From an optimization exercise on the open Yosys and OpenROAD flow, aimed at small area, a short achievable clock period and few clock cycles per item; shortcuts taken in it are not production practice.
RTL that was checked went through simulation tests only; none was proved equivalent to the original.
Only the layout flow was run in runs 2 to 4; the RTL was not checked for function there.
Power and IR drop assume default switching activity.

[design.v]
module alu_scalar_seq_module #(
    parameter int DATA_W = 8,
    parameter int DIM    = 5,
    localparam int NELEM = DIM * DIM,
    localparam int MAT_W = NELEM * DATA_W
) (
    input  logic              clk,
    input  logic              rst,
    input  logic              start,
    input  logic [MAT_W-1:0]  A_flat,
    input  logic [DATA_W-1:0] scalar,
    output logic [MAT_W-1:0]  C_flat,
    output logic              overflow_flag,
    output logic              busy,
    output logic              done
);
    localparam int N0 = (NELEM + 1) / 2;   
    localparam int N1 = NELEM - N0;        
    function automatic logic [15:0] ovf_thr(input logic [7:0] s);
        logic [15:0] thr;
        case (s)
            8'h00: thr = 16'h7f80;
            8'h01: thr = 16'h7f80;
            8'h02: thr = 16'h3fc0;
            8'h03: thr = 16'h2ad6;
            8'h04: thr = 16'h1fe0;
            8'h05: thr = 16'h19e7;
            8'h06: thr = 16'h15eb;
            8'h07: thr = 16'h12ee;
            8'h08: thr = 16'h0ff0;
            8'h09: thr = 16'h0ef2;
            8'h0a: thr = 16'h0cf4;
            8'h0b: thr = 16'h0bf5;
            8'h0c: thr = 16'h0af6;
            8'h0d: thr = 16'h09f7;
            8'h0e: thr = 16'h09f7;
            8'h0f: thr = 16'h08f8;
            8'h10: thr = 16'h07f8;
            8'h11: thr = 16'h07f9;
            8'h12: thr = 16'h07f9;
            8'h13: thr = 16'h06fa;
            8'h14: thr = 16'h06fa;
            8'h15: thr = 16'h06fa;
            8'h16: thr = 16'h05fb;
            8'h17: thr = 16'h05fb;
            8'h18: thr = 16'h05fb;
            8'h19: thr = 16'h05fb;
            8'h1a: thr = 16'h04fc;
            8'h1b: thr = 16'h04fc;
            8'h1c: thr = 16'h04fc;
            8'h1d: thr = 16'h04fc;
            8'h1e: thr = 16'h04fc;
            8'h1f: thr = 16'h04fc;
            8'h20: thr = 16'h03fc;
            8'h21: thr = 16'h03fd;
            8'h22: thr = 16'h03fd;
            8'h23: thr = 16'h03fd;
            8'h24: thr = 16'h03fd;
            8'h25: thr = 16'h03fd;
            8'h26: thr = 16'h03fd;
            8'h27: thr = 16'h03fd;
            8'h28: thr = 16'h03fd;
            8'h29: thr = 16'h03fd;
            8'h2a: thr = 16'h03fd;
            8'h2b: thr = 16'h02fe;
            8'h2c: thr = 16'h02fe;
            8'h2d: thr = 16'h02fe;
            8'h2e: thr = 16'h02fe;
            8'h2f: thr = 16'h02fe;
            8'h30: thr = 16'h02fe;
            8'h31: thr = 16'h02fe;
            8'h32: thr = 16'h02fe;
            8'h33: thr = 16'h02fe;
            8'h34: thr = 16'h02fe;
            8'h35: thr = 16'h02fe;
            8'h36: thr = 16'h02fe;
            8'h37: thr = 16'h02fe;
            8'h38: thr = 16'h02fe;
            8'h39: thr = 16'h02fe;
            8'h3a: thr = 16'h02fe;
            8'h3b: thr = 16'h02fe;
            8'h3c: thr = 16'h02fe;
            8'h3d: thr = 16'h02fe;
            8'h3e: thr = 16'h02fe;
            8'h3f: thr = 16'h02fe;
            8'h40: thr = 16'h01fe;
            8'h41: thr = 16'h01ff;
            8'h42: thr = 16'h01ff;
            8'h43: thr = 16'h01ff;
            8'h44: thr = 16'h01ff;
            8'h45: thr = 16'h01ff;
            8'h46: thr = 16'h01ff;
            8'h47: thr = 16'h01ff;
            8'h48: thr = 16'h01ff;
            8'h49: thr = 16'h01ff;
            8'h4a: thr = 16'h01ff;
            8'h4b: thr = 16'h01ff;
            8'h4c: thr = 16'h01ff;
            8'h4d: thr = 16'h01ff;
            8'h4e: thr = 16'h01ff;
            8'h4f: thr = 16'h01ff;
            8'h50: thr = 16'h01ff;
            8'h51: thr = 16'h01ff;
            8'h52: thr = 16'h01ff;
            8'h53: thr = 16'h01ff;
            8'h54: thr = 16'h01ff;
            8'h55: thr = 16'h01ff;
            8'h56: thr = 16'h01ff;
            8'h57: thr = 16'h01ff;
            8'h58: thr = 16'h01ff;
            8'h59: thr = 16'h01ff;
            8'h5a: thr = 16'h01ff;
            8'h5b: thr = 16'h01ff;
            8'h5c: thr = 16'h01ff;
            8'h5d: thr = 16'h01ff;
            8'h5e: thr = 16'h01ff;
            8'h5f: thr = 16'h01ff;
            8'h60: thr = 16'h01ff;
            8'h61: thr = 16'h01ff;
            8'h62: thr = 16'h01ff;
            8'h63: thr = 16'h01ff;
            8'h64: thr = 16'h01ff;
            8'h65: thr = 16'h01ff;
            8'h66: thr = 16'h01ff;
            8'h67: thr = 16'h01ff;
            8'h68: thr = 16'h01ff;
            8'h69: thr = 16'h01ff;
            8'h6a: thr = 16'h01ff;
            8'h6b: thr = 16'h01ff;
            8'h6c: thr = 16'h01ff;
            8'h6d: thr = 16'h01ff;
            8'h6e: thr = 16'h01ff;
            8'h6f: thr = 16'h01ff;
            8'h70: thr = 16'h01ff;
            8'h71: thr = 16'h01ff;
            8'h72: thr = 16'h01ff;
            8'h73: thr = 16'h01ff;
            8'h74: thr = 16'h01ff;
            8'h75: thr = 16'h01ff;
            8'h76: thr = 16'h01ff;
            8'h77: thr = 16'h01ff;
            8'h78: thr = 16'h01ff;
            8'h79: thr = 16'h01ff;
            8'h7a: thr = 16'h01ff;
            8'h7b: thr = 16'h01ff;
            8'h7c: thr = 16'h01ff;
            8'h7d: thr = 16'h01ff;
            8'h7e: thr = 16'h01ff;
            8'h7f: thr = 16'h01ff;
            8'h80: thr = 16'h0100;
            8'h81: thr = 16'h01ff;
            8'h82: thr = 16'h01ff;
            8'h83: thr = 16'h01ff;
            8'h84: thr = 16'h01ff;
            8'h85: thr = 16'h01ff;
            8'h86: thr = 16'h01ff;
            8'h87: thr = 16'h01ff;
            8'h88: thr = 16'h01ff;
            8'h89: thr = 16'h01ff;
            8'h8a: thr = 16'h01ff;
            8'h8b: thr = 16'h01ff;
            8'h8c: thr = 16'h01ff;
            8'h8d: thr = 16'h01ff;
            8'h8e: thr = 16'h01ff;
            8'h8f: thr = 16'h01ff;
            8'h90: thr = 16'h01ff;
            8'h91: thr = 16'h01ff;
            8'h92: thr = 16'h01ff;
            8'h93: thr = 16'h01ff;
            8'h94: thr = 16'h01ff;
            8'h95: thr = 16'h01ff;
            8'h96: thr = 16'h01ff;
            8'h97: thr = 16'h01ff;
            8'h98: thr = 16'h01ff;
            8'h99: thr = 16'h01ff;
            8'h9a: thr = 16'h01ff;
            8'h9b: thr = 16'h01ff;
            8'h9c: thr = 16'h01ff;
            8'h9d: thr = 16'h01ff;
            8'h9e: thr = 16'h01ff;
            8'h9f: thr = 16'h01ff;
            8'ha0: thr = 16'h01ff;
            8'ha1: thr = 16'h01ff;
            8'ha2: thr = 16'h01ff;
            8'ha3: thr = 16'h01ff;
            8'ha4: thr = 16'h01ff;
            8'ha5: thr = 16'h01ff;
            8'ha6: thr = 16'h01ff;
            8'ha7: thr = 16'h01ff;
            8'ha8: thr = 16'h01ff;
            8'ha9: thr = 16'h01ff;
            8'haa: thr = 16'h01ff;
            8'hab: thr = 16'h01ff;
            8'hac: thr = 16'h01ff;
            8'had: thr = 16'h01ff;
            8'hae: thr = 16'h01ff;
            8'haf: thr = 16'h01ff;
            8'hb0: thr = 16'h01ff;
            8'hb1: thr = 16'h01ff;
            8'hb2: thr = 16'h01ff;
            8'hb3: thr = 16'h01ff;
            8'hb4: thr = 16'h01ff;
            8'hb5: thr = 16'h01ff;
            8'hb6: thr = 16'h01ff;
            8'hb7: thr = 16'h01ff;
            8'hb8: thr = 16'h01ff;
            8'hb9: thr = 16'h01ff;
            8'hba: thr = 16'h01ff;
            8'hbb: thr = 16'h01ff;
            8'hbc: thr = 16'h01ff;
            8'hbd: thr = 16'h01ff;
            8'hbe: thr = 16'h01ff;
            8'hbf: thr = 16'h01ff;
            8'hc0: thr = 16'h02ff;
            8'hc1: thr = 16'h02fe;
            8'hc2: thr = 16'h02fe;
            8'hc3: thr = 16'h02fe;
            8'hc4: thr = 16'h02fe;
            8'hc5: thr = 16'h02fe;
            8'hc6: thr = 16'h02fe;
            8'hc7: thr = 16'h02fe;
            8'hc8: thr = 16'h02fe;
            8'hc9: thr = 16'h02fe;
            8'hca: thr = 16'h02fe;
            8'hcb: thr = 16'h02fe;
            8'hcc: thr = 16'h02fe;
            8'hcd: thr = 16'h02fe;
            8'hce: thr = 16'h02fe;
            8'hcf: thr = 16'h02fe;
            8'hd0: thr = 16'h02fe;
            8'hd1: thr = 16'h02fe;
            8'hd2: thr = 16'h02fe;
            8'hd3: thr = 16'h02fe;
            8'hd4: thr = 16'h02fe;
            8'hd5: thr = 16'h02fe;
            8'hd6: thr = 16'h03fd;
            8'hd7: thr = 16'h03fd;
            8'hd8: thr = 16'h03fd;
            8'hd9: thr = 16'h03fd;
            8'hda: thr = 16'h03fd;
            8'hdb: thr = 16'h03fd;
            8'hdc: thr = 16'h03fd;
            8'hdd: thr = 16'h03fd;
            8'hde: thr = 16'h03fd;
            8'hdf: thr = 16'h03fd;
            8'he0: thr = 16'h04fd;
            8'he1: thr = 16'h04fc;
            8'he2: thr = 16'h04fc;
            8'he3: thr = 16'h04fc;
            8'he4: thr = 16'h04fc;
            8'he5: thr = 16'h04fc;
            8'he6: thr = 16'h04fc;
            8'he7: thr = 16'h05fb;
            8'he8: thr = 16'h05fb;
            8'he9: thr = 16'h05fb;
            8'hea: thr = 16'h05fb;
            8'heb: thr = 16'h06fa;
            8'hec: thr = 16'h06fa;
            8'hed: thr = 16'h06fa;
            8'hee: thr = 16'h07f9;
            8'hef: thr = 16'h07f9;
            8'hf0: thr = 16'h08f9;
            8'hf1: thr = 16'h08f8;
            8'hf2: thr = 16'h09f7;
            8'hf3: thr = 16'h09f7;
            8'hf4: thr = 16'h0af6;
            8'hf5: thr = 16'h0bf5;
            8'hf6: thr = 16'h0cf4;
            8'hf7: thr = 16'h0ef2;
            8'hf8: thr = 16'h10f1;
            8'hf9: thr = 16'h12ee;
            8'hfa: thr = 16'h15eb;
            8'hfb: thr = 16'h19e7;
            8'hfc: thr = 16'h20e1;
            8'hfd: thr = 16'h2ad6;
            8'hfe: thr = 16'h40c1;
            8'hff: thr = 16'h7f81;
            default: thr = 16'h7f80;
        endcase
        ovf_thr = thr;
    endfunction
    logic                 busy_q, done_q, ovf_q;
    logic [N1*DATA_W-1:0] a_q;    
    logic [DATA_W-1:0]    s_q;    
    logic [MAT_W-1:0]     c_q;
    logic                 accept;
    logic [DATA_W-1:0]    m_s;
    logic signed [7:0]    m_hi, m_lo;
    logic [N0*DATA_W-1:0] m_a, m_c;
    logic [N0-1:0]        m_v;
    assign accept = start & ~busy_q;
    always_comb begin
        logic signed [DATA_W-1:0] e;
        m_s = busy_q ? s_q : scalar;
        {m_hi, m_lo} = ovf_thr(m_s);
        m_a = A_flat[N0*DATA_W-1:0];
        if (busy_q) m_a[N1*DATA_W-1:0] = a_q;
        for (int l = 0; l < N0; l++) begin
            e = m_a[l*DATA_W +: DATA_W];
            m_c[l*DATA_W +: DATA_W] = e * m_s;
            m_v[l] = (e > m_hi) || (e < m_lo);
        end
    end
    always_ff @(posedge clk) begin
        a_q <= A_flat[MAT_W-1:N0*DATA_W];
        s_q <= scalar;
        if (accept) c_q[N0*DATA_W-1:0] <= m_c;
        if (busy_q) c_q[MAT_W-1:N0*DATA_W] <= m_c[N1*DATA_W-1:0];
    end
    always_ff @(posedge clk or posedge rst) begin
        if (rst) begin
            busy_q <= 1'b0;
            done_q <= 1'b0;
            ovf_q  <= 1'b0;
        end else begin
            busy_q <= accept;
            done_q <= busy_q;
            if (accept) ovf_q <= |m_v;
            else if (busy_q) ovf_q <= ovf_q | (|m_v[N1-1:0]);
        end
    end
    assign C_flat        = c_q;
    assign overflow_flag = ovf_q;
    assign busy          = busy_q;
    assign done          = done_q;
endmodule
[constraint.sdc]
create_clock -name core_clock -period 9.0 [get_ports {clk}]
set_input_delay 1.8000 -clock core_clock [delete_from_list [all_inputs] [get_ports {clk}]]
set_output_delay 1.8000 -clock core_clock [all_outputs]
set_load 0.01 [all_outputs]
[run.sh]
#!/bin/bash
# synth_recipe.tcl (not shown) runs the flow's synth.tcl, then flattens the netlist and writes it again
# the make line also repeats each setting of config.mk as NAME=value (left out here)
make -C /OpenROAD-flow-scripts/flow DESIGN_CONFIG=/design/flow/config.mk WORK_HOME=/design/flow/orfs CLKGATE_MAP_FILE= SYNTH_SCRIPT=/design/flow/synth_recipe.tcl finish
[config.mk]
export PLATFORM = sky130hd
export DESIGN_NAME = alu_scalar_seq_module
export DESIGN_NICKNAME = alu_scalar_seq_module
export VERILOG_FILES = /design/flow/design.v
export SDC_FILE = /design/flow/constraint.sdc
export NUM_CORES = 4
export LEC_CHECK = 0
export CAP_MARGIN = 20
export CORE_MARGIN = 2
export CORE_UTILIZATION = 40
export SLEW_MARGIN = 20
==> key figures, run 1 <==
Min path
  – Worst hold path type: reg2reg

Logic synthesis
  – Mapped Area: 25800 um^2
  – Cell taking the most area after synthesis: edfxtp_1
  – Number of synthesized flops with an enable pin: 200
  – Yosys cell types: 77
  – Synth area leaders: edfxtp_1, ha_1, fa_1
  – Synth Area in XOR/XNOR: 7.09%
  – Post-synthesis sequential area ratio: 31.6%
  – Flop and latch count out of synthesis: 307
  – Synth Area per Inst: 9.96 um^2
  – Post-synthesis simple-gate area fraction: 11.2%
  – Yosys warns: 1
  – Compound-Gate Fraction of Synth Area: 7.36%
  – Synthesized instance count: 2591
  – FFs w/ async S/R, synth: 0.977%
  – Synth Area in Adders: 31.3%
  – Share of the synthesized area in the top cell type: 23.3%
  – Largest family of logic cells by synthesized area: adder cells
  – Fraction of synthesized area in multiplexers: 4.62%
  – Syn_nets: 3354
  – Main flop type after synthesis: edfxtp_1

Die
  – Starting Density: 40.2%
  – Rows: 93
  – Total core area: 64100 um^2
  – Die area: 66600 um^2
  – Die height: 258 um
  – Die width: 258 um
  – I/O pin cnt: 414

Setup path
  – Critical Path AT: 7280 ps
  – Critical path endpoint category: flop
  – CP max FO: 44
  – Crit path kind: in2reg
  – Worst path required time: 9440 ps
  – R2r setup slk: 2900 ps
  – Crit path launch type: primary input

Timing
  – Max-slew violations: 0
  – Max Clock Skew: 25.3 ps
  – Setup TNS: 0 ps
  – Rel. slew slack: 27.4%
  – Slew at the pin closest to its max-slew limit: 1060 ps
  – Achievable frequency: 146 MHz
  – Final Hold Vio Count: 0
  – RSZ-0062 raised after global routing: no
  – Final cycle utilization of the critical path: 76.0%
  – Final min period: 6840 ps
  – Endpoints failing setup: 0

Global route
  – Tot GR Track Use: 22.6%
  – Grt ovf: 0
  – Largest net degree at the start of global routing: 88
  – Global-route wire length before repair: 118 mm
  – Vias in the first global route: 21200
  – Initial antenna violation count: 0

Cells and area
  – Antenna diodes: 0
  – Fin nets: 3766
  – Area grow syn2layout: 25.5%
  – Layout cells sized above 1: 5.48%

Power
  – Combinational power share: 48.3%
  – Sw Pwr: 0.00250 W
  – Clock Power Share: 21.9%
  – Worst IR drop on VDD: 119 uV
  – Switching share of power: 35.2%
  – Tot Pwr: 0.00710 W
  – Pwr Density: 219 nW/um^2
  – Internal power: 0.00460 W
  – Seq pwr share: 29.8%
  – Leak: 14.5 nW

Clocking
  – Post-CTS Hold Fix Bufs: 0
  – TritonCTS clock tree: yes
  – CTS HTree Levels: 2
  – Cts repair resizes: 0
  – Inserted Clock Buffers: 36
  – Clock Tree Root: clkbuf_16
  – Clock slew at the register clock pins of the worst setup and hold paths: 70 ps
  – # Post-CTS Setup Buffers: 0
  – CTS Buffer Depth: 3
  – Sink Count: 307
  – Worst skew pair latency: 560 ps

Routing
  – DRT Pass-1 Iters: 5
  – Vias per Instance: 5.12
  – DR iter-0 viols: 1170
  – Via count: 19900
  – Routed length per instance: 19.3 um
  – Final WL: 75.1 mm
  – Residual DRC count: 0
  – Post-route ant nets: 0

Place
  – PortBufs: 413
  – DP HPWL: 57.0 mm
  – Routability cong.: 0.915

Run status
  – Status: timing/DRC/antenna clean

Flow run
  – Max-cap violations: 0
## cell type report
type	count	area, um^2
Clock buffer	45	1050
Clock inverter	21	225
Fill cell	5759	31700
Inverter	379	1420
Multi-Input combinational cell	1828	16000
Sequential cell	307	8170
Tap cell	855	1070
Timing Repair Buffer	451	4430
## flip-flops by register name, summed over array words and instances, names as in the netlist
register / flops
busy_q: 1
done_q: 1
c_q: 200
s_q: 8
ovf_q: 1
a_q: 96
## power by group through the flow
stage	sequential [W]	clock, W	combinational, W
floorplan	0.00229	0	0.00201
global route	0.00215	0.00166	0.00382
CTS	0.00212	0.00160	0.00348
global placement	0.00214	0	0.00336
finish	0.00212	0.00156	0.00343
detailed placement	0.00215	0	0.00344
## kinds of logic (layout without fill, tap and decap cells)
| logic type | Yosys count | after routing |
|---|---|---|
| and+or+nand+nor | 671 | 671 |
| adders and majority gates | 552 | 552 |
| buffers and inverters | 456 | 896 |
| DFF | 307 | 307 |
| AOI/OAI and AO/OA | 284 | 284 |
| xor gates and xnor gates | 209 | 209 |
| muxes | 112 | 112 |
## layout by cell type, fill, tap and decap left out, types with 5 or more instances in the layout
| cell | synthesis | routed |
|---|---|---|
| a211oi_1 | 9 | 9 |
| edfxtp_1 | 200 | 200 |
| clkbuf_16 | 0 | 40 |
| nor2_1 | 382 | 382 |
| a21o_1 | 40 | 40 |
| o21ai_0 | 53 | 53 |
| and2_1 | 34 | 33 |
| fa_1 | 156 | 156 |
| o2111ai_1 | 6 | 6 |
| o22ai_1 | 12 | 12 |
| ha_1 | 396 | 396 |
| nor3b_1 | 10 | 10 |
| nor3_1 | 25 | 25 |
| mux2i_4 | 0 | 7 |
| xnor2_1 | 176 | 176 |
| clkdlybuf4s50_1 | 0 | 413 |
| nand4_1 | 15 | 15 |
| nand2_1 | 132 | 132 |
| clkinv_2 | 0 | 7 |
| a21oi_1 | 69 | 69 |
| buf_4 | 3 | 37 |
| nor2b_1 | 16 | 15 |
| a31oi_1 | 11 | 9 |
| inv_1 | 377 | 376 |
| o211ai_1 | 22 | 22 |
| xor2_1 | 33 | 33 |
| mux2i_2 | 8 | 8 |
| mux2_2 | 32 | 32 |
| clkinv_1 | 1 | 5 |
| nand3_1 | 26 | 26 |
| mux2i_1 | 72 | 65 |
| dfxtp_1 | 104 | 104 |
| nand2b_1 | 7 | 7 |
| o21a_1 | 11 | 11 |
## per-layer routing
layer | track usage (%) | vias up | share of wire, %
met5 | 0 | - | 0
met4 | 5.35 | 0 | 2.0
met3 | 3.11 | 103 | 5.1
met2 | 40.5 | 550 | 50
met1 | 28.7 | 9730 | 43
li1 | - | 9495 | -
## path summary, 6_finish.rpt
| path | startpoint | to | depth (start not counted) |
|---|---|---|---|
| setup / recovery | scalar[3] | ovf_q | 17 |
| hold / removal | ovf_q | ovf_q | 2 |
| setup reg to reg | busy_q | ovf_q | 17 |
| hold reg to reg | ovf_q | ovf_q | 2 |
| max in group asynchronous | rst | busy_q | 2 |
| min in group asynchronous | rst | done_q | 2 |
## synth_stat cells, types with 6 or more instances
| master | number |
|---|---|
| buf_1 | 20 |
| o211ai_1 | 22 |
| o22ai_1 | 12 |
| mux2_2 | 32 |
| nor2_1 | 382 |
| edfxtp_1 | 200 |
| nor2b_1 | 16 |
| nand2_1 | 132 |
| nand3_1 | 26 |
| clkbuf_1 | 43 |
| o21a_1 | 11 |
| a21oi_1 | 69 |
| mux2i_2 | 8 |
| a31oi_1 | 11 |
| o2111ai_1 | 6 |
| nor3b_1 | 10 |
| xnor2_1 | 176 |
| nand4_1 | 15 |
| a211oi_1 | 9 |
| o21ai_0 | 53 |
| fa_1 | 156 |
| inv_1 | 377 |
| nand2b_1 | 7 |
| and2_1 | 34 |
| mux2i_1 | 72 |
| buf_2 | 9 |
| ha_1 | 396 |
| nor3_1 | 25 |
| dfxtp_1 | 104 |
| xor2_1 | 33 |
| a21o_1 | 40 |
## critical path, cell delays in order
cell and delay, ps:
clkdlybuf4s50_1 690, mux2_2 910, nor2_1 210, nand3_1 220
nor2_1 80, a21oi_1 150, nand2_1 480, ha_1 530
inv_1 50, o211ai_1 230, o22ai_1 150, or4_1 530
a2111o_1 360, a2111oi_2 350, nand4_1 190, o41ai_2 260
a21oi_1 60
## metrics by stage
| stage | cell area (um^2) | hold WS, ps | util [%] | setup WS (ps) | cells |
|---|---|---|---|---|---|
| 3_5_place_dp | 31100 | 725 | 48.5 | 1550 | 3820 |
| 6_report | 32400 | 756 | 50.5 | 2160 | 3886 |
| 3_3_place_gp | 31100 | 725 | 48.5 | 1700 | 3820 |
| 5_1_grt | 32400 | 794 | 50.5 | 1800 | 3886 |
| 2_1_floorplan | 25800 | 617 | - | 326 | 2591 |
| 4_1_cts | 32400 | 745 | 50.5 | 2140 | 3886 |
Testbench counts, summed over its fixed seeds: cycles 1,920, items 960.
==> inputs of run 2 (changes only) <==
--- a/design.v
+++ b/design.v
@@ -281,9 +281,62 @@
     endfunction
+    function automatic logic [1:0] fa(input logic x, input logic y, input logic z);
+        fa = {(x & y) | (x & z) | (y & z), x ^ y ^ z};
+    endfunction
+    function automatic logic [1:0] ha(input logic x, input logic y);
+        ha = {x & y, x ^ y};
+    endfunction
+    function automatic logic [7:0] lane_mul(input logic [7:0] e, input logic [3:0] one,
+                                            input logic [3:0] two, input logic [3:0] neg);
+        logic [7:0] r0, r1, r2, r3;    
+        logic [8:0] ex;
+        logic [3:0] p, q;              
+        logic [1:0] k1, k3, k4, k5, k6, k2b, k5b, k6b;
+        logic [4:0] x, y;
+        ex = {e, 1'b0};
+        for (int k = 0; k < 4; k++) begin
+            p[k] = one[k] & e[0];
+            q[k] = neg[k] & !p[k];
+            for (int j = 0; j < 8; j++) begin
+                logic b;
+                b = ((one[k] & e[j]) | (two[k] & ex[j])) ^ neg[k];
+                case (k)
+                    0: r0[j] = b;
+                    1: r1[j] = b;
+                    2: r2[j] = b;
+                    default: r3[j] = b;
+                endcase
+            end
+        end
+        k1  = ha(r0[1], q[0]);
+        k3  = fa(r0[3], r1[1], q[1]);
+        k4  = fa(r0[4], r1[2], p[2]);
+        k5  = fa(r0[5], r1[3], r2[1]);
+        k6  = fa(r0[6], r1[4], r2[2]);
+        k2b = fa(r0[2], p[1], k1[1]);
+        k5b = fa(k5[0], q[2], k4[1]);
+        k6b = fa(k6[0], p[3], k5[1]);
+        x = {r0[7] ^ r1[5] ^ r2[3] ^ r3[1] ^ q[3] ^ k6[1] ^ k6b[1], k6b[0], k5b[0], k4[0], k3[0]};
+        y = {k5b[1], 1'b0, k3[1], k2b[1]};
+        lane_mul = {x + y, k2b[0], k1[0], p[0]};
+    endfunction
+    function automatic logic lane_ovf(input logic [7:0] e, input logic [6:0] hi,
+                                      input logic [7:0] l);
+        logic gt, lt;
+        gt = 1'b0;
+        lt = 1'b0;
+        for (int i = 0; i < 7; i++) begin
+            gt = (e[i] & !hi[i]) | (!(e[i] ^ hi[i]) & gt);
+            lt = (!e[i] & l[i]) | (!(e[i] ^ l[i]) & lt);
+        end
+        lane_ovf = e[7] ? (lt | l[7]) : gt;
+    endfunction
     logic                 busy_q, done_q, ovf_q;
-    logic [N1*DATA_W-1:0] a_q;    
     logic [DATA_W-1:0]    s_q;    
-    logic [MAT_W-1:0]     c_q;
+    logic [N0-1:0]        v_q;    
+    logic [N0*DATA_W-1:0] c_q;    
+    logic [N1*DATA_W-1:0] h_q;    
     logic                 accept;
     logic [DATA_W-1:0]    m_s;
-    logic signed [7:0]    m_hi, m_lo;
+    logic [3:0]           m_one, m_two, m_neg;
+    logic [7:0]           m_hi, m_lo, m_l;
     logic [N0*DATA_W-1:0] m_a, m_c;
@@ -292,11 +345,17 @@
     always_comb begin
-        logic signed [DATA_W-1:0] e;
         m_s = busy_q ? s_q : scalar;
+        for (int k = 0; k < 4; k++) begin
+            logic b0;
+            b0 = (k == 0) ? 1'b0 : m_s[2*k-1];
+            m_one[k] = m_s[2*k] ^ b0;
+            m_two[k] = (m_s[2*k+1] & !m_s[2*k] & !b0) | (!m_s[2*k+1] & m_s[2*k] & b0);
+            m_neg[k] = m_s[2*k+1];
+        end
         {m_hi, m_lo} = ovf_thr(m_s);
+        m_l = m_lo ^ 8'h80;
         m_a = A_flat[N0*DATA_W-1:0];
-        if (busy_q) m_a[N1*DATA_W-1:0] = a_q;
+        if (busy_q) m_a[N1*DATA_W-1:0] = h_q;
         for (int l = 0; l < N0; l++) begin
-            e = m_a[l*DATA_W +: DATA_W];
-            m_c[l*DATA_W +: DATA_W] = e * m_s;
-            m_v[l] = (e > m_hi) || (e < m_lo);
+            m_c[l*DATA_W +: DATA_W] = lane_mul(m_a[l*DATA_W +: DATA_W], m_one, m_two, m_neg);
+            m_v[l] = lane_ovf(m_a[l*DATA_W +: DATA_W], m_hi[6:0], m_l);
         end
@@ -304,6 +363,7 @@
     always_ff @(posedge clk) begin
-        a_q <= A_flat[MAT_W-1:N0*DATA_W];
         s_q <= scalar;
-        if (accept) c_q[N0*DATA_W-1:0] <= m_c;
-        if (busy_q) c_q[MAT_W-1:N0*DATA_W] <= m_c[N1*DATA_W-1:0];
+        v_q <= m_v;
+        if (accept) c_q <= m_c;
+        if (accept) h_q <= A_flat[MAT_W-1:N0*DATA_W];
+        else if (busy_q) h_q <= m_c[N1*DATA_W-1:0];
     end
@@ -317,7 +377,6 @@
             done_q <= busy_q;
-            if (accept) ovf_q <= |m_v;
-            else if (busy_q) ovf_q <= ovf_q | (|m_v[N1-1:0]);
+            if (busy_q) ovf_q <= (|v_q) | (|m_v[N1-1:0]);
         end
     end
-    assign C_flat        = c_q;
+    assign C_flat        = {h_q, c_q};
     assign overflow_flag = ovf_q;
==> flow/run.sh (new file) <==
#!/bin/bash
# The standard layout, with the port buffers made of the smallest plain buffer instead of
# the delay cell buffer_ports picks by default.
set -euo pipefail
export BUFFER_PORTS_ARGS="-buffer_cell sky130_fd_sc_hd__buf_1"
bash standard.sh > standard_flow.log 2>&1
==> standard.sh (new file) <==
#!/bin/bash
# synth_recipe.tcl (not shown) runs the flow's synth.tcl, then flattens the netlist and writes it again
# the make line also repeats each setting of config.mk as NAME=value (left out here)
make -C /OpenROAD-flow-scripts/flow DESIGN_CONFIG=/design/flow/config.mk WORK_HOME=/design/flow/orfs CLKGATE_MAP_FILE= SYNTH_SCRIPT=/design/flow/synth_recipe.tcl "${@:-finish}"
removed: run.sh
==> run 2 against run 1 <==
  * Non-clock buffer count increased by 8
  * Wire length increased by 11%
  * Synthesized cell count decreased by 7.2%
  * Sequential power decreased by 4%
  * Highest routed layer unchanged
  * Largest power group unchanged
  * Still clean
==> key figures, run 2 <==
Run status
  – Status: timing/DRC/antenna clean

Setup path
  – Crit path launch type: primary input
  – Cells along the critical path: buf_1, mux2i_4, clkinv_2, ha_1, a21oi_1, nor2_1, a21oi_1, nor2_1, a2111oi_0, nor3_2, buf_4, ha_1, a211oi_1, a21oi_1, a2111oi_0, a32oi_1, or4_1, or4_1, o32a_1
  – Crit path kind: in2reg
  – CP bufs+invs: 3 (+1)
  – CP Launch Point: scalar[0]
  – Slowest stage delay, CP: 740 ps (-170 ps)
  – Worst flop-to-flop path startpoint: busy_q
  – CP max FO: 46 (+4.5%)
  – Critical path endpoint category: flop
  – CP top delay family: compound AO/OA/AOI/OAI gates
  – CP dominant cell by count: a21oi_1
  – Worst path required time: 9490 ps (+50 ps)
  – Worst path slowest cell: clkinv_2
  – Critical Path AT: 7570 ps (+290 ps)

Die
  – I/O pin cnt: 414 (unchanged)
  – Starting Density: 40.4% (+0.19 points)
  – Rows: 87 (-6.5%)
  – Die area: 58800 um^2 (-12%)
  – Total core area: 56300 um^2 (-12%)
  – Die height: 243 um (-6.0%)
  – Die width: 243 um (-6.0%)

Power
  – Pwr Density: 318 nW/um^2 (+45%)
  – Leak: 10.2 nW (-30%)
  – Tot Pwr: 0.00832 W (+17%)
  – Worst IR drop on VDD: 165 uV (+38%)

Cells and area
  – Max FFs per register: 104 (-48%)
  – Largest regs: c_q x104, h_q x96, v_q x13
  – Commonest non-fill, non-tap cell in the layout: buf_1
  – Non-Filler Instances: 3531 (-9.1%)
  – Fin nets: 3286 (-13%)
  – Most frequent cells in the layout: buf_1, xnor2_1, inv_1
  – Top reg by flops: c_q
  – Area grow syn2layout: 14.9%
  – Finished Cell Area: 26200 um^2 (-19%)
  – Layout cells sized above 1: 8.08% (+2.6 points)

Logic synthesis
  – Syn_nets: 2937 (-12%)
  – Synth Area per Inst: 9.46 um^2 (-5.0%)
  – Cell taking the most area after synthesis: edfxtp_1
  – Mapped Area: 22800 um^2 (-12%)
  – Synth area leaders: edfxtp_1, ha_1, fa_1
  – Post-synthesis sequential area ratio: 28.6% (-3.1 points)
  – Number of synthesized flops with an enable pin: 200 (unchanged)
  – Synthesized instance count: 2405 (-7.2%)
  – Commonest cells post-synth: xnor2_1, inv_1, ha_1, edfxtp_1, nand2_1
  – Share of the synthesized area in the top cell type: 26.4% (+3.1 points)
  – Yosys cell types: 74 (-3.9%)
  – Yosys warns: 1 (unchanged)
  – Main flop type after synthesis: edfxtp_1
  – FFs w/ async S/R, synth: 1.34% (+0.36 points)
  – Flop and latch count out of synthesis: 224 (-27%)
  – Top-count cell post-synth: xnor2_1

Routing
  – DRT Pass-1 Iters: 7 (+2)
  – Vias per Instance: 5.84 (+14%)
  – DR iter-0 viols: 1871 (+60%)
  – Post-route ant nets: 0 (unchanged)
  – Via count: 20600 (+3.8%)
  – Final WL: 83.4 mm (+11%)
  – Residual DRC count: 0 (unchanged)
  – Routed length per instance: 23.6 um (+22%)

Timing
  – Endpoints failing setup: 0 (unchanged)
  – Rel. slew slack: 15.7% (-12 points)
  – Final Hold Vio Count: 0 (unchanged)
  – Slew at the pin closest to its max-slew limit: 1260 ps (+198 ps)
  – Achievable frequency: 141 MHz (-3.5%)
  – Final min period: 7080 ps (+246 ps)
  – RSZ-0062 raised after global routing: no
  – Max Clock Skew: 34.6 ps (+9.37 ps)
  – Max-slew violations: 0 (unchanged)
  – Final cycle utilization of the critical path: 78.7% (+2.7 points)
  – Setup TNS: 0 ps (unchanged)

Place
  – Routability cong.: 0.947 (+3.5%)
  – DP HPWL: 59.7 mm (+4.8%)
  – Placed Instances: 3480 (-8.9%)
  – PortBufs: 413 (unchanged)
  – Cell Area, Placed: 25300 um^2 (-19%)

Clocking
  – Cts repair resizes: 0 (unchanged)
  – Post-CTS Hold Fix Bufs: 0 (unchanged)
  – Inserted Clock Buffers: 28 (-22%)
  – TritonCTS clock tree: yes
  – CTS Buffer Depth: 3 (unchanged)
  – Sink Count: 224 (-27%)
  – # Post-CTS Setup Buffers: 0 (unchanged)
  – CTS HTree Levels: 1 (-1)
  – Clock Tree Root: clkbuf_16
  – Worst skew pair latency: 600 ps (+40 ps)
  – Clock slew at the register clock pins of the worst setup and hold paths: 70 ps (about the same)

Global route
  – Tot GR Track Use: 27.5% (+4.9 points)
  – Grt ovf: 0 (unchanged)
  – Vias in the first global route: 20800 (-1.9%)
  – Largest net degree at the start of global routing: 84 (-4.5%)
  – Global-route wire length before repair: 126 mm (+6.3%)
  – Initial antenna violation count: 2 (+2)

Flow run
  – Max-cap violations: 0 (unchanged)

Min path
  – Hold path start: ovf_q
  – Worst hold path type: reg2reg
## run 2: changes by cell type in the layout (fill, tap and decap cells not counted), sizes merged, moves of 83 or more
cell / previous run / this run
dfxtp: 104 / 21
inv: 380 / 222
clkdlybuf4s50: 413 / 0
a22oi: 1 / 162
nor2: 382 / 179
buf: 38 / 459
ha: 396 / 217
## run 2: cell type report
class	instances	area, um^2
fillers	5479	30100
multi-input cells	1806	15000
flip-flops and latches	224	6500
repair buffers	459	1900
well taps	756	946
inverters	235	890
clock buffers	36	731
clock inverters	13	133
diodes	2	5.00
## run 2: worst register-to-register path, stage by stage (launching register included)
cell and delay, ps:
dfrtp_4 680, buf_4 610, mux2i_4 340, buf_4 360, buf_4 660, nand2_1 260
nor2_1 270, a311oi_4 130, buf_4 290, ha_1 310, o21a_1 170, o211ai_1 200
a21oi_1 70, a2111oi_0 470, a32oi_1 240, or4_1 550, or4_1 540, o32a_1 360
## run 2: logic make-up after synthesis
kind of cell | count (synthesis) | synth area share [%]
AOI/OAI and AO/OA | 616 | 18.1
xor gates and xnor gates | 258 | 9.93
adders and majority gates | 321 | 21.1
buffers and inverters | 375 | 6.43
DFF | 224 | 28.6
muxes | 150 | 7.27
and+or+nand+nor | 461 | 8.59
## run 2: worst paths after layout
kind | to | cells past startpoint | slack (ps)
worst min register to register | ovf_q | 1 | 520
worst max-delay path | ovf_q | 19 | 1920
worst min-delay path | ovf_q | 1 | 520
max in group asynchronous | busy_q | 2 | 7630
worst max register to register | ovf_q | 17 | 2410
min in group asynchronous | ovf_q | 2 | 1090
## run 2: metrics by stage
stage / hold slack [ps] / utilization (%) / setup WS, ps
after floorplan: 454 / - / 1850
after global placement: 493 / 44.9 / 1640
after detailed placement: 500 / 44.9 / 1490
after CTS: 518 / 46.4 / 2160
after global routing: 540 / 46.5 / 1700
final: 524 / 46.5 / 1920
## run 2: metal layers
layer  part of all wire (%)  vias up  GRT usage (%)  wire length (um)
met4                    4.1        0           10.9              3390
li1                       -     9346              -                 -
met5                      0        -              0                 0
met1                     41    10000           35.5             33800
met2                     47     1021           46.0             39300
met3                    8.1      223           4.49              6790
## run 2: power breakdown
part	internal [W]	switching, W
clock network	0.000627	0.000474
registers	0.00186	0.000175
logic	0.00219	0.00299
==> inputs of run 3 (changes only) <==
--- a/config.mk
+++ b/config.mk
@@ -10,2 +10,3 @@
 export CORE_UTILIZATION = 40
+export SETUP_SLACK_MARGIN = 3
 export SLEW_MARGIN = 20
==> run 3 against run 2 <==
  * Die area stayed put
  * Sequential share of layout area shrank 1.0 points
  * Cell count rose by 1.5%
  * Clock skew fell by 14 ps
  * Largest cell class unchanged
  * Clock-buffer cell count decreased by 5
  * First-iteration DRC count rose by 8.4%
  * Synthesized cell count unchanged
  * Core utilization grew 2.0 points
  * Critical path type unchanged
  * Fmax increased by 19%
  * Hold slack lost 24 ps
  * Combinational power increased by 4%
==> key figures, run 3 <==
Place
  – DP HPWL: 60.4 mm (+1.1%)
  – Place WS: 1530 ps (+43.3 ps)
  – PortBufs: 413 (unchanged)
  – Placed Instances: 3479 (-0.029%)
  – Routability cong.: 0.894 (-5.6%)

Cells and area
  – Final Util: 48.4% (+2.0 points)
  – Largest regs: c_q x104, h_q x96, v_q x13
  – Layout cells sized above 1: 11.7% (+3.6 points)
  – Non-Filler Instances: 3585 (+1.5%)
  – Fillcell total: 5427 (-0.95%)
  – Commonest non-fill, non-tap cell in the layout: buf_1
  – Area grow syn2layout: 19.8%
  – Most frequent cells in the layout: buf_1, xnor2_1, inv_1
  – Max FFs per register: 104 (unchanged)
  – Fin nets: 3338 (+1.6%)
  – Top reg by flops: c_q

Routing
  – Residual DRC count: 0 (unchanged)
  – DRT Pass-1 Iters: 6 (-1)
  – Vias per Instance: 5.92 (+1.2%)
  – Final WL: 88.0 mm (+5.6%)
  – Post-route ant nets: 0 (unchanged)
  – Routed length per instance: 24.6 um (+4.0%)
  – Via count: 21200 (+2.8%)
  – DR iter-0 viols: 2028 (+8.4%)

Logic synthesis
  – Main flop type after synthesis: edfxtp_1
  – Mapped Area: 22800 um^2 (unchanged)
  – Flop and latch count out of synthesis: 224 (unchanged)
  – Cell taking the most area after synthesis: edfxtp_1
  – Yosys warns: 1 (unchanged)
  – Synth area leaders: edfxtp_1, ha_1, fa_1
  – Number of synthesized flops with an enable pin: 200 (unchanged)
  – Synthesized instance count: 2405 (unchanged)
  – Share of the synthesized area in the top cell type: 26.4% (unchanged)
  – Post-synthesis sequential area ratio: 28.6% (unchanged)
  – Yosys cell types: 74 (unchanged)
  – Top-count cell post-synth: xnor2_1
  – Synth Area per Inst: 9.46 um^2 (unchanged)
  – Commonest cells post-synth: xnor2_1, inv_1, ha_1, edfxtp_1, nand2_1
  – Syn_nets: 2937 (unchanged)
  – FFs w/ async S/R, synth: 1.34% (unchanged)

Timing
  – Final min period: 5940 ps (-1140 ps)
  – Setup TNS: 0 ps (unchanged)
  – RSZ-0062 raised after global routing: no
  – Final Hold Vio Count: 0 (unchanged)
  – Max-slew violations: 0 (unchanged)
  – Max Clock Skew: 20.5 ps (-14.1 ps)
  – Final cycle utilization of the critical path: 66.0% (-13 points)
  – Slew at the pin closest to its max-slew limit: 1200 ps (-53.4 ps)
  – Achievable frequency: 168 MHz (+19%)
  – Rel. slew slack: 19.8% (+4.1 points)
  – Worst setup margin: 3060 ps (+1140 ps)
  – Endpoints failing setup: 0 (unchanged)

Setup path
  – Slowest stage delay, CP: 510 ps (-230 ps)
  – Critical path endpoint category: flop
  – Critical Path AT: 6270 ps (-1300 ps)
  – Worst path required time: 9320 ps (-170 ps)
  – Crit path kind: in2reg
  – CP dominant cell by count: xnor2_1
  – Crit path launch type: primary input
  – Worst path slowest cell: fa_1
  – Cells along the critical path: buf_2, mux2_8, buf_12, nand2_1, buf_6, o22ai_1, o21ai_0, o221ai_1, fa_1, inv_1, fa_1, ha_1, a31oi_1, xnor2_1, xnor2_1, xnor2_1, xnor2_1, xnor2_1, mux2_4
  – CP max FO: 51 (+11%)

Global route
  – Largest net degree at the start of global routing: 87 (+3.6%)
  – Initial antenna violation count: 0 (-2)
  – Tot GR Track Use: 28.6% (+1.1 points)
  – Global-route wire length before repair: 130 mm (+3.2%)
  – Vias in the first global route: 21100 (+1.3%)
  – Grt ovf: 0 (unchanged)

Clocking
  – Inserted Clock Buffers: 29 (+3.6%)
  – Worst skew pair latency: 600 ps (about the same)
  – TritonCTS clock tree: yes
  – Post-CTS Hold Fix Bufs: 0 (unchanged)
  – CTS HTree Levels: 1 (unchanged)
  – Sink Count: 224 (unchanged)
  – Clock slew at the register clock pins of the worst setup and hold paths: 60 ps (about the same)
  – Clock Tree Root: clkbuf_16
  – CTS Buffer Depth: 3 (unchanged)

Die
  – Rows: 87 (unchanged)
  – Die width: 243 um (unchanged)
  – I/O pin cnt: 414 (unchanged)
  – Die area: 58800 um^2 (unchanged)
  – Die height: 243 um (unchanged)
  – Total core area: 56300 um^2 (unchanged)
  – Starting Density: 40.4% (unchanged)

Power
  – Internal power: 0.00488 W (+4.4%)
  – Tot Pwr: 0.00865 W (+4.0%)
  – Worst IR drop on VDD: 235 uV (+42%)
  – Sw Pwr: 0.00377 W (+3.6%)
  – Switching share of power: 43.6% (-0.20 points)
  – Leak: 10.7 nW (+4.7%)
  – Pwr Density: 317 nW/um^2 (-0.19%)
  – Seq pwr share: 23.5% (-0.9 points)
  – Combinational power share: 62.1% (-0.2 points)
  – Clock Power Share: 14.4% (+1.2 points)

Run status
  – Status: timing/DRC/antenna clean

Flow run
  – Max-cap violations: 0 (unchanged)

Min path
  – Worst hold path type: reg2reg
-- run 3: kinds of logic after synthesis --
kind of cell / count (synthesis) / synth area share [%]
fa+ha+maj: 321 / 21.1
simple gates: 461 / 8.59
xor+xnor: 258 / 9.93
mux: 150 / 7.27
buf+inv: 375 / 6.43
compound gates: 616 / 18.1
flops: 224 / 28.6
-- run 3: worst max-delay path: cells and delay by family --
| kind | cells | cell delay, ps |
|---|---|---|
| adder cells (fa/ha/maj) | 3 | 1300 |
| XOR/XNOR | 5 | 870 |
| multiplexers | 2 | 720 |
| buffers and inverters | 4 | 680 |
| AO/OA/AOI/OAI | 4 | 680 |
| AND/OR/NAND/NOR | 1 | 150 |
-- run 3: layer usage --
layer	share of wire [%]	global-route usage, %
met3	8.2	4.63
met2	48	48.7
met1	39	36.1
met5	0	0
met4	4.3	11.8
-- run 3: cell type report --
class | instances | area (um^2) | area share, %
Antenna cell | 1 | 2.50 | 0.00918
Clock buffer | 31 | 733 | 2.69
Clock inverter | 22 | 283 | 1.04
Inverter | 235 | 898 | 3.30
Multi-Input combinational cell | 1810 | 15400 | 56.5
Sequential cell | 224 | 6500 | 23.9
Tap cell | 756 | 946 | 3.47
Timing Repair Buffer | 506 | 2480 | 9.10
-- run 3: worst paths after layout --
kind	startpoint	endpoint	slack (ps)	cells past startpoint
worst max-delay path	scalar[3]	h_q[63]	3060	19
worst min-delay path	ovf_q	ovf_q	500	1
worst max register to register	busy_q	h_q[47]	3150	17
worst min register to register	ovf_q	ovf_q	500	1
max in group asynchronous	rst	busy_q	7680	2
min in group asynchronous	rst	done_q	1100	2
-- run 3: metrics by stage --
step / cell area (um^2) / hold slack, ps
floorplan: 23300 / 454
global placement: 25400 / 488
detailed placement: 25400 / 488
CTS: 26900 / 499
global route: 27300 / 525
finish: 27300 / 499
-- run 3: what timing repair did --
item / 4_1_cts / 5_1_grt
pin swaps: 5 / 6
gates cloned: 2 / 4
setup buffers: 29 / 17
setup endpoints to repair: 27 / 17
resized for setup: 22 / 40
-- run 3: power groups by stage --
stage,logic [W],clock network (W),registers [W]
2_1_floorplan,0.00363,0,0.00218
3_3_place_gp,0.00509,0,0.00204
3_5_place_dp,0.00521,0,0.00205
4_1_cts,0.00530,0.00127,0.00203
5_1_grt,0.00594,0.00131,0.00207
6_report,0.00537,0.00125,0.00203
==> inputs of run 4 (changes only) <==
==> flow/run.sh (replaced) <==
#!/bin/bash
# The standard layout (standard.sh) with two changes:
# - ABC maps the logic with flow/abc_delay.script, a delay-oriented mapping, instead of ORFS's
#   abc_speed.script; the rest of the synthesis is synth_recipe.tcl unchanged;
# - the port buffers are the smallest plain buffer instead of the delay cell buffer_ports picks.
set -euo pipefail
here=$(pwd)
export BUFFER_PORTS_ARGS="-buffer_cell sky130_fd_sc_hd__buf_1"
export MY_ABC_SCRIPT=$here/flow/abc_delay.script
{ head -n 1 synth_recipe.tcl; cat flow/abc_proc.tcl; tail -n +2 synth_recipe.tcl; } > flow_synth.tcl
sed "s|SYNTH_SCRIPT=[^ ]*|SYNTH_SCRIPT=$here/flow_synth.tcl|" standard.sh > flow_standard.sh
bash flow_standard.sh synth > synth.log 2>&1
bash standard.sh > layout.log 2>&1
==> flow/abc_delay.script (new file) <==
strash
&get -n
&fraig -x
&put
scorr
dc2
strash
&get -n
&dch -f
&nf {D}
&put
buffer -p
upsize {D}
dnsize {D}
stime -p
==> flow/abc_proc.tcl (new file) <==
# ABC maps the logic with the script MY_ABC_SCRIPT names instead of ORFS's.
proc abc {args} {
  set i [lsearch -exact $args -script]
  if { $i >= 0 } { lset args [expr {$i + 1}] $::env(MY_ABC_SCRIPT) }
  yosys abc {*}$args
}
--- a/config.mk
+++ b/config.mk
@@ -10,3 +10,3 @@
 export CORE_UTILIZATION = 40
-export SETUP_SLACK_MARGIN = 3
+export SETUP_SLACK_MARGIN = 4
 export SLEW_MARGIN = 20
==> run 4 against run 3 <==
  * Still clean
  * Register-to-register slack improved by 750 ps
  * Clock power fell by 12%
  * Flip-flop and latch count did not move
  * Sequential share of layout area fell by 1.1 points
  * Die area fell by 3.4%
  * Area after synthesis fell by 3.4%
  * Sequential power rose by 2%
  * Combinational power rose by 15%
  * Largest cell class unchanged
  * Largest power group unchanged
==> key figures, run 4 <==
Routing
  – Vias per Instance: 5.67 (-4.2%)
  – Residual DRC count: 0 (unchanged)
  – Post-route ant nets: 0 (unchanged)
  – Final WL: 79.8 mm (-9.3%)
  – Max Used Layer: met4
  – Routed length per instance: 23.7 um (-3.6%)
  – Wl on met1: 33.8 mm (-2.3%)
  – Routed length on met2: 36.8 mm (-13%)
  – DRT Pass-1 Iters: 7 (+1)
  – DR iter-0 viols: 1524 (-25%)
  – Met3 routed WL: 6.20 mm (-14%)
  – Via count: 19100 (-9.9%)

Setup path
  – Crit path launch type: primary input
  – CP Launch Point: scalar[4]
  – CP max FO: 12 (-76%)
  – Crit path kind: in2reg
  – Worst path required time: 9450 ps (+130 ps)
  – Reg-to-Reg End: ovf_q
  – R2r setup slk: 3900 ps (+750 ps)
  – Critical Path AT: 5980 ps (-290 ps)
  – Crit path capture: ovf_q
  – Critical path endpoint category: flop
  – Worst flop-to-flop path startpoint: busy_q
  – R2r worst-path depth: 21 (+4)

Clocking
  – CTS Buffer Depth: 3 (unchanged)
  – Sink Count: 224 (unchanged)
  – Inserted Clock Buffers: 28 (-3.4%)
  – Worst skew pair latency: 590 ps (about the same)
  – TritonCTS clock tree: yes
  – CTS HTree Levels: 1 (unchanged)
  – Clock Tree Root: clkbuf_16
  – Clock slew at the register clock pins of the worst setup and hold paths: 60 ps (about the same)

Timing
  – Setup TNS: 0 ps (unchanged)
  – Rel. slew slack: 33.0% (+13 points)
  – RSZ-0062 raised after global routing: yes
  – Endpoints failing setup: 0 (unchanged)
  – Hold Slack: 662 ps (+163 ps)
  – Final cycle utilization of the critical path: 61.5% (-4.5 points)
  – Slew at the pin closest to its max-slew limit: 1010 ps (-198 ps)
  – Max-slew violations: 0 (unchanged)
  – Final Hold Vio Count: 0 (unchanged)
  – Max Clock Skew: 29.4 ps (+8.87 ps)
  – Achievable frequency: 181 MHz (+7.4%)
  – Final min period: 5530 ps (-409 ps)
  – Worst setup margin: 3470 ps (+409 ps)

Logic synthesis
  – Syn_nets: 2668 (-9.2%)
  – Yosys warns: 1 (unchanged)
  – Mapped Area: 22000 um^2 (-3.4%)
  – Yosys cell types: 67 (-9.5%)
  – FFs w/ async S/R, synth: 1.34% (unchanged)
  – Main flop type after synthesis: edfxtp_1
  – Synth Area per Inst: 10.3 um^2 (+8.7%)
  – Top-count cell post-synth: xnor2_1
  – Flop and latch count out of synthesis: 224 (unchanged)
  – Cell taking the most area after synthesis: edfxtp_1
  – Synth area leaders: edfxtp_1, ha_1, xnor2_1
  – Commonest cells post-synth: xnor2_1, inv_1, ha_1, edfxtp_1, a22oi_1
  – Number of synthesized flops with an enable pin: 200 (unchanged)
  – Post-synthesis sequential area ratio: 29.6% (+1.0 points)
  – Synthesized instance count: 2136 (-11%)
  – Share of the synthesized area in the top cell type: 27.3% (+0.94 points)

Global route
  – Largest net degree at the start of global routing: 125 (+44%)
  – Global-route wire length before repair: 119 mm (-8.4%)
  – Tot GR Track Use: 27.6% (-1.1 points)
  – Initial antenna violation count: 0 (unchanged)
  – Vias in the first global route: 19500 (-7.5%)
  – Grt ovf: 0 (unchanged)

Power
  – Leak: 11.3 nW (+5.8%)
  – Worst IR drop on VDD: 200 uV (-15%)
  – Pwr Density: 327 nW/um^2 (+3.0%)

Place
  – Placed Instances: 3162 (-9.1%)
  – Cell Area, Placed: 24800 um^2 (-2.6%)
  – Place WS: 1570 ps (+42.5 ps)
  – DP HPWL: 50.9 mm (-16%)
  – PortBufs: 413 (unchanged)
  – Routability cong.: 0.862 (-3.6%)

Min path
  – Worst hold path type: reg2reg

Cells and area
  – Antenna diodes: 0 (-1)
  – Fin nets: 3185 (-4.6%)
  – Layout cells sized above 1: 22.5% (+11 points)
  – Max FFs per register: 104 (unchanged)
  – Finished Cell Area: 28600 um^2 (+5.0%)
  – Most frequent cells in the layout: buf_1, xnor2_1, inv_1
  – Non-Filler Instances: 3371 (-6.0%)
  – Top reg by flops: c_q
  – Area grow syn2layout: 30.2%
  – Largest regs: c_q x104, h_q x96, v_q x13
  – Commonest non-fill, non-tap cell in the layout: buf_1

Die
  – Rows: 85 (-2.3%)
  – Total core area: 54000 um^2 (-4.0%)
  – Die width: 238 um (-1.7%)
  – Die height: 238 um (-1.7%)
  – Die area: 56800 um^2 (-3.4%)
  – I/O pin cnt: 414 (unchanged)
  – Starting Density: 40.7% (+0.24 points)

Run status
  – Status: timing/DRC/antenna clean

Flow run
  – Max-cap violations: 0 (unchanged)
-- run 4: critical path, cell delays in order --
cell and delay, ps:
buf_1 100, mux2i_1 150, buf_4 280, nand2_1 250
o221ai_2 300, o221ai_2 160, a32oi_4 250, buf_12 170
ha_4 190, a31o_4 210, a21o_1 150, a21o_1 150
a21o_1 150, a21o_1 150, a2111o_1 470, a222oi_1 400
or4b_1 470, o22a_1 170
-- run 4: logic make-up after synthesis --
kind of cell / synth area share, %
AOI/OAI and AO/OA: 15.5
DFF: 29.6
adders and majority gates: 21.8
muxes: 9.87
buffers and inverters: 6.36
xor gates and xnor gates: 12.0
and+or+nand+nor: 4.82
-- run 4: cell type report --
| class | instances | area, um^2 |
|---|---|---|
| Clock buffer | 34 | 723 |
| Clock inverter | 18 | 155 |
| Fill cell | 4887 | 25400 |
| Inverter | 241 | 972 |
| Multi-Input combinational cell | 1558 | 15600 |
| Sequential cell | 224 | 6500 |
| Tap cell | 696 | 871 |
| Timing Repair Buffer | 599 | 3820 |
| Timing Repair inverter | 1 | 16.3 |
-- run 4: worst min path at each step --
| stage | depth (start not counted) | from | slack [ps] | to |
|---|---|---|---|---|
| floorplan | 0 | busy_q | 450 | done_q |
| CTS | 1 | ovf_q | 650 | ovf_q |
| global placement | 4 | v_q[3] | 640 | ovf_q |
| global route | 1 | ovf_q | 670 | ovf_q |
| detailed placement | 1 | ovf_q | 630 | ovf_q |
| finish | 1 | ovf_q | 660 | ovf_q |
-- run 4: power by group --
| group | switching, W | total (W) | internal [W] |
|---|---|---|---|
| clock | 0.000468 | 0.00110 | 0.000628 |
| combinational | 0.00317 | 0.00620 | 0.00303 |
| sequential | 0.000175 | 0.00207 | 0.00189 |
| total | 0.00381 | 0.00936 | 0.00555 |
-- run 4: what timing repair did --
item,CTS,global route
gates resized for setup,185,56
hold buffers,0,0
setup buffers,117,21
pin swaps,113,53
endpoints found under the setup margin,132,31
gates cloned,18,1
-- run 4: metal layers --
metal | up-vias | global-route usage (%)
met2 | 829 | 45.2
met4 | 0 | 9.20
li1 | 8640 | -
met5 | - | 0
met1 | 9455 | 37.2
met3 | 180 | 4.36
-- run 4: metrics by stage --
step           util (%)  total power, W
6_report           53.0         0.00936
5_1_grt            53.0          0.0101
4_1_cts            52.1         0.00908
3_5_place_dp       45.8         0.00718
3_3_place_gp       45.8         0.00704
2_1_floorplan         -         0.00585
==> inputs of run 5 (changes only) <==
--- a/design.v
+++ b/design.v
@@ -287,16 +287,20 @@
     endfunction
-    function automatic logic [7:0] lane_mul(input logic [7:0] e, input logic [3:0] one,
-                                            input logic [3:0] two, input logic [3:0] neg);
+    function automatic logic maj(input logic x, input logic y, input logic z);
+        maj = (x & y) | (x & z) | (y & z);
+    endfunction
+    function automatic logic [7:0] lane_mul(input logic [7:0] e, input logic [7:0] s,
+                                            input logic [7:0] t);
         logic [7:0] r0, r1, r2, r3;    
-        logic [8:0] ex;
-        logic [3:0] p, q;              
-        logic [1:0] k1, k3, k4, k5, k6, k2b, k5b, k6b;
-        logic [4:0] x, y;
-        ex = {e, 1'b0};
+        logic [8:0] sx;
+        logic       d1, d2, d3;
+        logic [1:0] k2, k3, k4, k5a, k5b, k6a, k6b, k7a, k7b, k7c;
+        logic [7:0] c;
+        sx = {s, 1'b0};
         for (int k = 0; k < 4; k++) begin
-            p[k] = one[k] & e[0];
-            q[k] = neg[k] & !p[k];
+            d1 = !e[2*k+1] &  e[2*k];
+            d2 =  e[2*k+1] & !e[2*k];
+            d3 =  e[2*k+1] &  e[2*k];
             for (int j = 0; j < 8; j++) begin
                 logic b;
-                b = ((one[k] & e[j]) | (two[k] & ex[j])) ^ neg[k];
+                b = (d1 & s[j]) | (d2 & sx[j]) | (d3 & t[j]);
                 case (k)
@@ -309,24 +313,31 @@
         end
-        k1  = ha(r0[1], q[0]);
-        k3  = fa(r0[3], r1[1], q[1]);
-        k4  = fa(r0[4], r1[2], p[2]);
-        k5  = fa(r0[5], r1[3], r2[1]);
-        k6  = fa(r0[6], r1[4], r2[2]);
-        k2b = fa(r0[2], p[1], k1[1]);
-        k5b = fa(k5[0], q[2], k4[1]);
-        k6b = fa(k6[0], p[3], k5[1]);
-        x = {r0[7] ^ r1[5] ^ r2[3] ^ r3[1] ^ q[3] ^ k6[1] ^ k6b[1], k6b[0], k5b[0], k4[0], k3[0]};
-        y = {k5b[1], 1'b0, k3[1], k2b[1]};
-        lane_mul = {x + y, k2b[0], k1[0], p[0]};
+        c[0] = r0[0];
+        c[1] = r0[1];
+        k2   = ha(r0[2], r1[0]);
+        c[2] = k2[0];
+        k3   = fa(r0[3], r1[1], k2[1]);
+        c[3] = k3[0];
+        k4   = fa(r0[4], r1[2], r2[0]);
+        k5a  = ha(k4[0], k3[1]);
+        c[4] = k5a[0];
+        k5b  = fa(r0[5], r1[3], r2[1]);
+        k6a  = fa(k5b[0], k4[1], k5a[1]);
+        c[5] = k6a[0];
+        k6b  = fa(r0[6], r1[4], r2[2]);
+        k7a  = fa(k6b[0], r3[0], k5b[1]);
+        k7b  = ha(k7a[0], k6a[1]);
+        c[6] = k7b[0];
+        c[7] = r0[7] ^ r1[5] ^ r2[3] ^ r3[1] ^ k6b[1] ^ k7a[1] ^ k7b[1];
+        lane_mul = c;
     endfunction
-    function automatic logic lane_ovf(input logic [7:0] e, input logic [6:0] hi,
-                                      input logic [7:0] l);
-        logic gt, lt;
-        gt = 1'b0;
-        lt = 1'b0;
+    function automatic logic lane_ovf(input logic [7:0] e, input logic [6:0] nhi,
+                                      input logic [6:0] nl, input logic m0);
+        logic g, m;
+        g = 1'b0;    
+        m = m0;      
         for (int i = 0; i < 7; i++) begin
-            gt = (e[i] & !hi[i]) | (!(e[i] ^ hi[i]) & gt);
-            lt = (!e[i] & l[i]) | (!(e[i] ^ l[i]) & lt);
+            g = maj(e[i], nhi[i], g);
+            m = maj(e[i], nl[i], m);
         end
-        lane_ovf = e[7] ? (lt | l[7]) : gt;
+        lane_ovf = e[7] ? !m : g;
     endfunction
@@ -338,5 +349,6 @@
     logic                 accept;
-    logic [DATA_W-1:0]    m_s;
-    logic [3:0]           m_one, m_two, m_neg;
+    logic [DATA_W-1:0]    m_s, m_t;
     logic [7:0]           m_hi, m_lo, m_l;
+    logic [6:0]           m_nhi, m_nl;
+    logic                 m_m0;
     logic [N0*DATA_W-1:0] m_a, m_c;
@@ -346,11 +358,8 @@
         m_s = busy_q ? s_q : scalar;
-        for (int k = 0; k < 4; k++) begin
-            logic b0;
-            b0 = (k == 0) ? 1'b0 : m_s[2*k-1];
-            m_one[k] = m_s[2*k] ^ b0;
-            m_two[k] = (m_s[2*k+1] & !m_s[2*k] & !b0) | (!m_s[2*k+1] & m_s[2*k] & b0);
-            m_neg[k] = m_s[2*k+1];
-        end
+        m_t = m_s + {m_s[6:0], 1'b0};
         {m_hi, m_lo} = ovf_thr(m_s);
-        m_l = m_lo ^ 8'h80;
+        m_l   = m_lo ^ 8'h80;
+        m_nhi = ~m_hi[6:0];
+        m_nl  = m_l[7] ? 7'd0 : ~m_l[6:0];
+        m_m0  = !m_l[7];
         m_a = A_flat[N0*DATA_W-1:0];
@@ -358,4 +367,4 @@
         for (int l = 0; l < N0; l++) begin
-            m_c[l*DATA_W +: DATA_W] = lane_mul(m_a[l*DATA_W +: DATA_W], m_one, m_two, m_neg);
-            m_v[l] = lane_ovf(m_a[l*DATA_W +: DATA_W], m_hi[6:0], m_l);
+            m_c[l*DATA_W +: DATA_W] = lane_mul(m_a[l*DATA_W +: DATA_W], m_s, m_t);
+            m_v[l] = lane_ovf(m_a[l*DATA_W +: DATA_W], m_nhi, m_nl, m_m0);
         end
--- a/flow/run.sh
+++ b/flow/run.sh
@@ -1,3 +1,5 @@
 #!/bin/bash
-# The standard layout (standard.sh) with two changes:
+# The standard layout (standard.sh) with three changes:
+# - no full-adder extraction before ABC (ADDER_MAP_FILE empty), so that ABC sees whole logic
+#   cones and can time them;
 # - ABC maps the logic with flow/abc_delay.script, a delay-oriented mapping, instead of ORFS's
@@ -7,2 +9,3 @@
 here=$(pwd)
+export ADDER_MAP_FILE=
 export BUFFER_PORTS_ARGS="-buffer_cell sky130_fd_sc_hd__buf_1"
--- a/config.mk
+++ b/config.mk
@@ -10,3 +10,2 @@
 export CORE_UTILIZATION = 40
-export SETUP_SLACK_MARGIN = 4
 export SLEW_MARGIN = 20
==> run 5 against run 4 <==
  * Fmax is 13% lower
  * Clock power decreased by 5%
  * Critical path type is now reg2reg
  * Still clean
  * Largest cell class unchanged
  * Sequential share of layout area is 5.7 points higher
  * Area after synthesis down 10%
  * Synthesized cell count rose by 13%
==> key figures, run 5 <==
Logic synthesis
  – Commonest cells post-synth: nand2_1, nor2_1, xnor2_1, edfxtp_1, a21oi_1
  – Flop and latch count out of synthesis: 224 (unchanged)
  – Mapped Area: 19700 um^2 (-10%)
  – Synth Area per Inst: 8.15 um^2 (-21%)
  – Main flop type after synthesis: edfxtp_1
  – Yosys cell types: 74 (+10%)
  – Synthesized instance count: 2421 (+13%)
  – FFs w/ async S/R, synth: 1.34% (unchanged)
  – Post-synthesis sequential area ratio: 33.0% (+3.4 points)
  – Top-count cell post-synth: nand2_1
  – Share of the synthesized area in the top cell type: 30.5% (+3.1 points)
  – Yosys warns: 1 (unchanged)
  – Synth area leaders: edfxtp_1, xnor2_1, nand2_1
  – Cell taking the most area after synthesis: edfxtp_1
  – Syn_nets: 2632 (-1.3%)
  – Number of synthesized flops with an enable pin: 200 (unchanged)

Setup path
  – CP bufs+invs: 2 (-1)
  – Critical path endpoint category: flop
  – Cells along the critical path: buf_4, mux2_2, buf_4, nor4_4, nand3_1, nor2_1, a21o_1, o221ai_1, a21oi_1, a21oi_1, o21ai_0, o221ai_1, a32oi_1, nor3_1, a21oi_1
  – Slowest stage delay, CP: 960 ps (+490 ps)
  – CP max FO: 45 (+33)
  – Critical Path AT: 6900 ps (+920 ps)
  – CP dominant cell by count: a21oi_1
  – Crit path launch type: flop
  – Worst path slowest cell: dfrtp_4
  – Crit path kind: reg2reg
  – Worst path required time: 9510 ps (+60 ps)
  – CP top delay family: compound AO/OA/AOI/OAI gates

Routing
  – Residual DRC count: 0 (unchanged)
  – Via count: 20500 (+7.5%)
  – Final WL: 78.1 mm (-2.1%)
  – DRT Pass-1 Iters: 8 (+1)
  – DR iter-0 viols: 1790 (+17%)
  – Vias per Instance: 5.97 (+5.3%)
  – Post-route ant nets: 0 (unchanged)
  – Routed length per instance: 22.7 um (-4.1%)

Power
  – Leak: 8.00 nW (-29%)
  – Worst IR drop on VDD: 137 uV (-31%)
  – Pwr Density: 262 nW/um^2 (-20%)

Cells and area
  – Multi-input gate area: 12700 um^2 (-18%)
  – Commonest non-fill, non-tap cell in the layout: nand2_1
  – Fin nets: 2969 (-6.8%)
  – Max FFs per register: 104 (unchanged)
  – FF/Latch Area: 6500 um^2 (unchanged)
  – Fillcell total: 4944 (+1.2%)
  – Layout cells sized above 1: 6.84% (-16 points)
  – Top reg by flops: c_q
  – Largest regs: c_q x104, h_q x96, v_q x13
  – Most frequent cells in the layout: nand2_1, buf_1, nor2_1
  – Area grow syn2layout: 16.0%

Timing
  – Achievable frequency: 156 MHz (-13%)
  – Slew at the pin closest to its max-slew limit: 1180 ps (+179 ps)
  – Max Clock Skew: 43.6 ps (+14.2 ps)
  – Max-slew violations: 0 (unchanged)
  – RSZ-0062 raised after global routing: no
  – Hold Slack: 556 ps (-106 ps)
  – Final Hold Vio Count: 0 (unchanged)
  – Worst setup margin: 2600 ps (-861 ps)
  – Endpoints failing setup: 0 (unchanged)
  – Rel. slew slack: 18.8% (-14 points)
  – Final min period: 6400 ps (+861 ps)
  – Setup TNS: 0 ps (unchanged)
  – Final cycle utilization of the critical path: 71.1% (+9.6 points)

Die
  – Die height: 226 um (-5.2%)
  – Die area: 51100 um^2 (-10%)
  – Die width: 226 um (-5.2%)
  – Starting Density: 40.4% (-0.30 points)
  – I/O pin cnt: 414 (unchanged)
  – Rows: 81 (-4.7%)
  – Total core area: 48800 um^2 (-9.6%)

Clocking
  – Clock slew at the register clock pins of the worst setup and hold paths: 60 ps (about the same)
  – Worst skew pair latency: 590 ps (about the same)
  – CTS HTree Levels: 1 (unchanged)
  – Clock Tree Root: clkbuf_16
  – # Post-CTS Setup Buffers: 0 (-100%)
  – Sink Count: 224 (unchanged)
  – CTS Buffer Depth: 3 (unchanged)
  – Post-CTS Hold Fix Bufs: 0 (unchanged)
  – Cts repair resizes: 0 (-100%)
  – TritonCTS clock tree: yes
  – Inserted Clock Buffers: 27 (-3.6%)

Global route
  – Grt ovf: 0 (unchanged)
  – Vias in the first global route: 19900 (+1.7%)
  – Tot GR Track Use: 29.5% (+1.9 points)
  – Global-route wire length before repair: 116 mm (-2.4%)
  – Largest net degree at the start of global routing: 107 (-14%)
  – Initial antenna violation count: 3 (+3)

Min path
  – Worst hold path type: reg2reg

Place
  – DP HPWL: 55.5 mm (+9.0%)
  – Place WS: 2360 ps (+782 ps)
  – Routability cong.: 0.931 (+8.1%)
  – PortBufs: 413 (unchanged)

Flow run
  – Max-cap violations: 0 (unchanged)

Run status
  – Status: timing/DRC/antenna clean
run 5: metrics by stage:
| stage | std cells | utilization [%] | total power, W | instance area [um^2] |
|---|---|---|---|---|
| floorplan | 2421 | - | 0.00402 | 19700 |
| global route | 3441 | 46.8 | 0.00636 | 22900 |
| global placement | 3391 | 45.1 | 0.00486 | 22000 |
| CTS | 3438 | 46.7 | 0.00598 | 22800 |
| detailed placement | 3391 | 45.1 | 0.00491 | 22000 |
| finish | 3442 | 46.8 | 0.00598 | 22900 |
run 5: path summary, 6_finish.rpt:
check,start,endpoint,slack [ps],cells after the start
min reg2reg,ovf_q,ovf_q,560,2
min,ovf_q,ovf_q,560,2
max reg2reg,busy_q,ovf_q,2600,15
max in group asynchronous,rst,busy_q,7520,2
min in group asynchronous,rst,ovf_q,1160,2
max,busy_q,ovf_q,2600,15
run 5: final cells by class:
| class | instances | area share [%] |
|---|---|---|
| diodes | 2 | 0.0219 |
| inverters | 30 | 0.525 |
| clock inverters | 16 | 0.487 |
| well taps | 664 | 3.63 |
| repair buffers | 456 | 8.24 |
| clock buffers | 31 | 3.02 |
| flip-flops and latches | 224 | 28.4 |
| multi-input cells | 2019 | 55.6 |
run 5: kinds of logic after synthesis:
group                    count (synthesis)  share of synthesized area, %
buffers and inverters                  178                          3.86
multiplexers                           166                          8.89
XOR/XNOR                               260                          11.8
AND/OR/NAND/NOR                        951                          20.6
adder cells (fa/ha/maj)                 27                          1.37
flip-flops                             224                          33.0
AO/OA/AOI/OAI                          615                          20.6
run 5: power by group:
part           total, W  switching (W)  leakage, nW  internal [W]
combinational   0.00321        0.00197         5.43       0.00124
sequential      0.00174       0.000145         2.19       0.00159
clock           0.00104       0.000461        0.384      0.000575
run 5: worst min-delay path, stage by stage (launching register included):
cell and delay, ps:
dfrtp_1 350, nor2_1 50, a21oi_1 110
run 5: routing by layer:
| layer | GRT usage (%) | routed length (um) | part of all wire (%) |
|---|---|---|---|
| met5 | 0 | 0 | 0 |
| met4 | 12.1 | 3290 | 4.2 |
| met3 | 5.17 | 7280 | 9.3 |
| met2 | 48.5 | 35600 | 46 |
| met1 | 38.3 | 32000 | 41 |
Testbench counts of run 5, summed over its fixed seeds: cycles 1,920, items 960.

Re-timed with assumed drivers on the ports (clkbuf_16 on the clock, buf_2 on other inputs), run 5 has 2.605 ns of setup slack against 2.605 ns with ideal ports, and 2.185 ns once port delays also move by the mid clock arrival of 0.625 ns.
